From an optimization exercise on the open Yosys and OpenROAD flow, aimed at small area; shortcuts taken in it are not production practice.

==> flow/design.v (excerpt) <==
module window_mult_pipe #(
  parameter int K   = 3,
  parameter int NI  = 8,
  parameter int NF  = 8,
  parameter int LAT = 2,
  parameter int CW  = 5
) (
  input  logic                            clk,
  input  logic                            rst_n,
  input  logic                            in_valid,
  output logic                            in_ready,
  input  logic                            sgn_i,
  input  logic [K*K*NI-1:0]               i_flat,
  input  logic [K*K*NF-1:0]               f_flat,
  input  logic [CW-1:0]                   row_in,
  input  logic [CW-1:0]                   col_in,
  input  logic                            done_in,
  output logic                            out_valid,
  input  logic                            out_ready,
  output logic [K*K*(NI+NF)-1:0]          d_flat,
  output logic [CW-1:0]                   row_out,
  output logic [CW-1:0]                   col_out,
  output logic                            done_out,
  output logic [NI+NF+$clog2(K*K)-1:0]    sum_o
);
  localparam int N  = K * K;
  localparam int W  = NI + NF;
  localparam int SW = W + $clog2(N);
  localparam int SB = 2 * CW + 1;
  logic w_en;
  assign w_en     = !out_valid || out_ready;
  assign in_ready = w_en;
  logic [2:0] r_vld;
  always_ff @(posedge clk or negedge rst_n) begin
    if (!rst_n)    r_vld <= '0;
    else if (w_en) r_vld <= {r_vld[1:0], in_valid};
  end
  assign out_valid = r_vld[2];
  logic [N*NI-1:0] r1_i;
  logic [N*NF-1:0] r1_f;
  logic            r1_s;
  logic [SB-1:0]   r1_sb, r2_sb, r3_sb;
  logic [N*W-1:0]  r2_d, r3_d;
  logic [N*W-1:0]  w_prod;
  for (genvar e = 0; e < N; e++) begin : g_lane
    wm_mul u_mul (.p(r1_i[e*NI +: NI]), .pn(~r1_i[e*NI +: NI]), .s(r1_s), .f(r1_f[e*NF +: NF]),
  ...
For scale: ~340 I/O pins, roughly 32,000 um^2 of cells after synthesis.
clock: 6.5 ns
lec_check: 0
cap_margin: 20
core_margin: 2
core_utilization: 76
place_density: 0.86
slew_margin: 20
synth_hierarchical: 1
standard.sh (not shown) runs the stock make flow with config.mk's settings and CLKGATE_MAP_FILE= SYNTH_SCRIPT=/design/flow/synth_recipe.tcl, a recipe that flattens the netlist after the stock synthesis.
==> flow/flow/run.sh <==
#!/bin/bash
# The standard layout, with the port buffers made of the smallest buffer and a clock tree
# without dummy loads. Each tool's output goes to orfs/logs; make's own output to flow_make.log.
set -euo pipefail
bash standard.sh \
  "BUFFER_PORTS_ARGS=-buffer_cell sky130_fd_sc_hd__buf_1" \
  "CTS_ARGS=-sink_clustering_enable -repair_clock_nets -dont_use_dummy_load -sink_clustering_size 18 -sink_clustering_max_diameter 60 -buf_list {sky130_fd_sc_hd__clkbuf_8}" \
  finish > flow_make.log 2>&1
Rerun with:
--- a/flow/design.v
+++ b/flow/design.v
@@ -35,25 +35,25 @@
     if (!rst_n)    r_vld <= '0;
     else if (w_en) r_vld <= {r_vld[1:0], in_valid};
   end
   assign out_valid = r_vld[2];
   logic [N*NI-1:0] r1_i;
   logic [N*NF-1:0] r1_f;
   logic            r1_s;
   logic [SB-1:0]   r1_sb, r2_sb, r3_sb;
   logic [N*W-1:0]  r2_d, r3_d;
   logic [N*W-1:0]  w_prod;
   for (genvar e = 0; e < N; e++) begin : g_lane
     wm_mul u_mul (.p(r1_i[e*NI +: NI]), .pn(~r1_i[e*NI +: NI]), .s(r1_s), .f(r1_f[e*NF +: NF]),
-                  .fn(~r1_f[e*NF +: NF]), .u(~(r1_f[e*NF +: NF] ^ {NF{r1_s}})),
+                  .fn(~r1_f[e*NF +: NF-1]), .u(~(r1_f[e*NF +: NF] ^ {NF{r1_s}})),
                   .y(w_prod[e*W +: W]));
   end
   always_ff @(posedge clk) begin
     if (w_en) begin
       r1_i  <= i_flat;
       r1_f  <= f_flat;
       r1_s  <= sgn_i;
       r1_sb <= {done_in, col_in, row_in};
       r2_d  <= w_prod;
       r2_sb <= r1_sb;
       r3_d  <= r2_d;
       r3_sb <= r2_sb;
@@ -83,25 +83,25 @@
 endmodule
 module wm_and (input logic a, input logic b, output logic y);
   assign y = a & b;
 endmodule
 module wm_xor (input logic a, input logic b, output logic y);
   assign y = a ^ b;
 endmodule
 module wm_mul (
   input  logic [7:0]  p,
   input  logic [7:0]  pn,
   input  logic        s,
   input  logic [7:0]  f,
-  input  logic [7:0]  fn,
+  input  logic [6:0]  fn,
   input  logic [7:0]  u,
   output logic [15:0] y
 );
   wire q = s & p[7];
   wire pp1 = ~(pn[0] | fn[0]);
   wire pp2 = ~(pn[0] | fn[1]);
   wire pp3 = ~(pn[1] | fn[0]);
   wire pp4 = ~(pn[0] | fn[2]);
   wire pp5 = ~(pn[1] | fn[1]);
   wire pp6 = ~(pn[2] | fn[0]);
   wire pp7 = ~(pn[0] | fn[3]);
   wire pp8 = ~(pn[1] | fn[2]);
@@ -261,42 +261,40 @@
   wm_fa u_fa210 (.a(s89), .b(s92), .c(c206), .s(s208), .co(c209));
   wire s211, c212;
   wm_fa u_fa213 (.a(s107), .b(s104), .c(c209), .s(s211), .co(c212));
   wire s214, c215;
   wm_fa u_fa216 (.a(s125), .b(s128), .c(c212), .s(s214), .co(c215));
   wire s217, c218;
   wm_fa u_fa219 (.a(c129), .b(s146), .c(c215), .s(s217), .co(c218));
   wire s220, c221;
   wm_fa u_fa222 (.a(c147), .b(s161), .c(c218), .s(s220), .co(c221));
   wire s223, c224;
   wm_fa u_fa225 (.a(c162), .b(s173), .c(c221), .s(s223), .co(c224));
   wire s226, c227;
-  wm_ha u_ha228 (.a(c174), .b(s182), .s(s226), .co(c227));
+  wm_fa u_fa228 (.a(c174), .b(s182), .c(c224), .s(s226), .co(c227));
   wire s229, c230;
-  wm_fa u_fa231 (.a(s188), .b(c183), .c(c227), .s(s229), .co(c230));
+  wm_ha u_ha231 (.a(s188), .b(c183), .s(s229), .co(c230));
   wire s232, c233;
   wm_fa u_fa234 (.a(s191), .b(c189), .c(c230), .s(s232), .co(c233));
   wire s235, c236;
   wm_fa u_fa237 (.a(n194), .b(c192), .c(c233), .s(s235), .co(c236));
   wire x238 = pp64 ^ x195 ^ c236;
-  wire y239 = s226 ^ c224;
-  wire k240 = c224 & s226;
-  wire y241 = s229 ^ k240;
-  wire k242 = k240 & s229;
-  wire y243 = s232 ^ k242;
-  wire k244 = k242 & s232;
-  wire y245 = s235 ^ k244;
-  wire k246 = k244 & s235;
-  wire y247 = x238 ^ k246;
-  assign y = {y247, y245, y243, y241, y239, s223, s220, s217, s214, s211, s208, s205, s202, s199, s196, pp1};
+  wire y239 = s229 ^ c227;
+  wire k240 = c227 & s229;
+  wire y241 = s232 ^ k240;
+  wire k242 = k240 & s232;
+  wire y243 = s235 ^ k242;
+  wire k244 = k242 & s235;
+  wire y245 = x238 ^ k244;
+  assign y = {y245, y243, y241, y239, s226, s223, s220, s217, s214, s211, s208, s205, s202, s199, s196, pp1};
 endmodule
 module wm_sum (
   input  logic [143:0] d,
   output logic [19:0]  y
 );
   wire t1 = ~d[15];
   wire t2 = ~d[31];
   wire t3 = ~d[47];
   wire t4 = ~d[63];
   wire t5 = ~d[79];
   wire t6 = ~d[95];
   wire t7 = ~d[111];
Outcome: Worst setup slack degrades by 70 ps; core utilization is lower by 0.16 points; cell count is lower by 0.40%; count of clock-buffer cells in the layout stays the same; routed wire length is higher by about 0.6%; maximum frequency is lower by 1.1%.
No functional check of the RTL was part of any run of this note.

afterwards: timing with drivers on the ports:
In the flow no input, the clock included, has a driving cell. The finished layouts below were timed again as built, in two steps. Step 1 (the two cells are an assumption about what drives the block):
set clk [get_ports {clk}]
set_driving_cell -lib_cell sky130_fd_sc_hd__clkbuf_16 $clk
set_driving_cell -lib_cell sky130_fd_sc_hd__buf_2 [delete_from_list [all_inputs] $clk]
Step 2 adds t to the input delays and takes it off the output delays; t is the mean of the earliest and latest rising clock arrival at the registers after step 1. Input paths then give back, and output paths get back, about the clock's delay inside the block. Three values: ideal, step 1, step 2; two values: the first two.
run	t, ns	slack for setup (ns)	hold WS [ns]
the first run	0.686	0.162 / 0.101 / 0.641	0.363 / 0.363 / 0.363
the second run	0.665	0.092 / 0.039 / 0.379	0.375 / 0.375 / 0.375
After both steps every run listed still meets setup and hold.
